What follows belongs to an exercise in optimizing a design on an open flow for small area, a short achievable clock period and few clock cycles per item; a production flow would make more cautious choices.
In this exercise RTL edits were held to simulation tests only and were not proved equivalent to the original.

// idct_stage1_top
module idct_stage1_top #(
    parameter int BLOCK_COLS = 40,
    parameter int BLOCK_ROWS = 30,
    parameter int RESULT_BASE = 76800
) (
    input  logic       CLOCK,
    input  logic       Resetn,
    input  logic       start,
    input  logic [15:0] sram_read_data,
    output logic [17:0] sram_address,
    output logic [15:0] sram_write_data,
    output logic       sram_we_n,
    output logic       busy,
    output logic       done
);
Size: roughly 3500 cells after synthesis, roughly 580 flip-flops, about 56 I/O pins, roughly 0.034 mm^2 of cells after synthesis.
==> flow/config.mk <==
export PLATFORM = sky130hd
export DESIGN_NAME = idct_stage1_top
export DESIGN_NICKNAME = idct_stage1_top
export VERILOG_FILES = /design/flow/design.v
export SDC_FILE = /design/flow/constraint.sdc
export NUM_CORES = 4
export LEC_CHECK = 0
export CAP_MARGIN = 20
export CORE_MARGIN = 2
export CORE_UTILIZATION = 40
export CTS_CLUSTER_DIAMETER = 120
export CTS_CLUSTER_SIZE = 24
export SLEW_MARGIN = 20
==> flow/constraint.sdc <==
create_clock -name core_clock -period 12.0 [get_ports {CLOCK}]
set_input_delay 2.4000 -clock core_clock [delete_from_list [all_inputs] [get_ports {CLOCK}]]
set_output_delay 2.4000 -clock core_clock [all_outputs]
set_load 0.01 [all_outputs]
standard.sh (not shown) runs the stock make flow with config.mk's settings and CLKGATE_MAP_FILE= SYNTH_SCRIPT=/design/flow/synth_recipe.tcl, a recipe that flattens the netlist after the stock synthesis.
==> flow/flow/run.sh <==
#!/bin/bash
set -euo pipefail
export BUFFER_PORTS_ARGS="-buffer_cell sky130_fd_sc_hd__buf_4"
export SETUP_SLACK_MARGIN=8.45
bash standard.sh > standard.log 2>&1
The starting point finished clean.
Testbench counts at the start, summed over its fixed seeds: cycles 614,460, pictures 4.
Next try:
==> flow/flow/run.sh (replaced) <==
#!/bin/bash
set -euo pipefail
export BUFFER_PORTS_ARGS="-buffer_cell sky130_fd_sc_hd__buf_2"
export SETUP_SLACK_MARGIN=8.3
bash standard.sh > standard.log 2>&1
Result:
- The changed run passed the timing, design-rule and antenna checks
- worst setup slack improved by 0.011 ns
- flip-flop and latch count does not change
- cell area came out lower by about 1.7%
- cell count went down by about 0.7%
- global-route usage decreases by 0.22 points
- wire length falls by 1.7%
- maximum frequency rises by 0.32%
Next try:
--- a/flow/flow/run.sh
+++ b/flow/flow/run.sh
@@ -4 +4 @@
-export SETUP_SLACK_MARGIN=8.3
+export SETUP_SLACK_MARGIN=8.38
--- a/flow/config.mk
+++ b/flow/config.mk
@@ -11,2 +11,2 @@
-export CTS_CLUSTER_DIAMETER = 120
-export CTS_CLUSTER_SIZE = 24
+export CTS_CLUSTER_DIAMETER = 130
+export CTS_CLUSTER_SIZE = 27
The new run completed with no timing, DRC or antenna violations.
Global-route usage stays flat.
Clock-buffer cell count fell by 2.

idct_stage1_top, a different RTL version from the one above (not shown whole).
For scale: ~3600 cells after synthesis, roughly 620 flip-flops, ~0.035 mm² of cells after synthesis.
Settings: LEC_CHECK=0, CAP_MARGIN=0, CORE_MARGIN=2, CORE_UTILIZATION=40, CTS_CLUSTER_DIAMETER=120, CTS_CLUSTER_SIZE=24, SLEW_MARGIN=0; clock period 12.0 ns.
==> flow/flow/run.sh <==
#!/bin/bash
set -euo pipefail
export BUFFER_PORTS_ARGS="-buffer_cell sky130_fd_sc_hd__buf_4"
export SETUP_SLACK_MARGIN=8.45
bash standard.sh > standard.log 2>&1
The starting point went through all stages and came out clean.
Testbench counts at the start, summed over its fixed seeds: cycles 614,468, pictures 4.
Next try:
==> flow/run.sh (new file) <==
#!/bin/bash
# synth_recipe.tcl (not shown) runs the flow's synth.tcl, then flattens the netlist and writes it again
# the make line also repeats each setting of config.mk as NAME=value (left out here)
make -C /OpenROAD-flow-scripts/flow DESIGN_CONFIG=/design/flow/config.mk WORK_HOME=/design/flow/orfs CLKGATE_MAP_FILE= SYNTH_SCRIPT=/design/flow/synth_recipe.tcl finish
Settings changed: CAP_MARGIN 0 to 20, SLEW_MARGIN 0 to 20.
removed: flow/flow/run.sh
removed: flow/standard.sh
Outcome: The new run went through all stages and came out clean. Worst hold slack is about the same. Via count is lower by 0.81%. Wire length came out lower by 3.1%. Worst setup slack got worse by 0.61 ns. Synthesized area stays the same. Critical path depth went up by 11. Final area went down by 1.8%.
Next try:
==> flow/flow/run.sh (new file) <==
#!/bin/bash
set -euo pipefail
export BUFFER_PORTS_ARGS="-buffer_cell sky130_fd_sc_hd__buf_4"
export SETUP_SLACK_MARGIN=8.3
bash standard.sh > standard.log 2>&1
==> flow/standard.sh (new file) <==
#!/bin/bash
# synth_recipe.tcl (not shown) runs the flow's synth.tcl, then flattens the netlist and writes it again
# the make line also repeats each setting of config.mk as NAME=value (left out here)
make -C /OpenROAD-flow-scripts/flow DESIGN_CONFIG=/design/flow/config.mk WORK_HOME=/design/flow/orfs CLKGATE_MAP_FILE= SYNTH_SCRIPT=/design/flow/synth_recipe.tcl "${@:-finish}"
removed: flow/run.sh
Result: The changed run produced a clean layout; sequential share of layout area is lower by 0.25 points; fmax increases by 17%.
Next try:
==> flow/flow/run.sh (replaced) <==
#!/bin/bash
set -euo pipefail
export BUFFER_PORTS_ARGS="-buffer_cell sky130_fd_sc_hd__buf_4"
export SETUP_SLACK_MARGIN=8.45
bash standard.sh > standard.log 2>&1
Outcome:
- worst hold slack stays flat
- register-to-register slack improved by 0.11 ns
- design area increases by 0.97%
- first-iteration DRC count increases by 4.5%
- routed wire length increases by about 0.5%

-- separate check: timing with driven ports --
The results above use ideal ports. As a check the final layouts listed here were re-extracted and re-timed, cells and wires unchanged.
Step 1 assumes that a clkbuf_16 drives the clock port and a buf_2 every other input.
Step 2 times the ports against the registers' clock, not the clock port: input delays grow and output delays shrink by t, the midpoint of the rising clock arrivals with the driver on.
Slacks: ideal / step 1 / step 2; pairs: ideal / step 1.
run	t, ns	slack for setup (ns)	latest minus earliest clock arrival (ns)	worst data-port slew with drivers (ns)
the first run of note 1	0.673	8.425 / 8.360 / 8.591	0.041 / 0.041	0.03
the second run of note 1	0.679	8.437 / 8.371 / 8.452	0.024 / 0.024	0.03
the third run of note 1	0.662	8.423 / 8.359 / 8.457	0.034 / 0.034	0.03
the first run of note 2	0.711	8.429 / 8.363 / 8.526	0.042 / 0.042	0.04
the second run of note 2	0.700	7.819 / 7.819 / 7.819	0.022 / 0.021	0.04
the third run of note 2	0.697	8.417 / 8.378 / 8.417	0.012 / 0.012	0.03
the fourth run of note 2	0.711	8.429 / 8.363 / 8.526	0.042 / 0.042	0.04
After both steps every run listed still meets setup and hold.
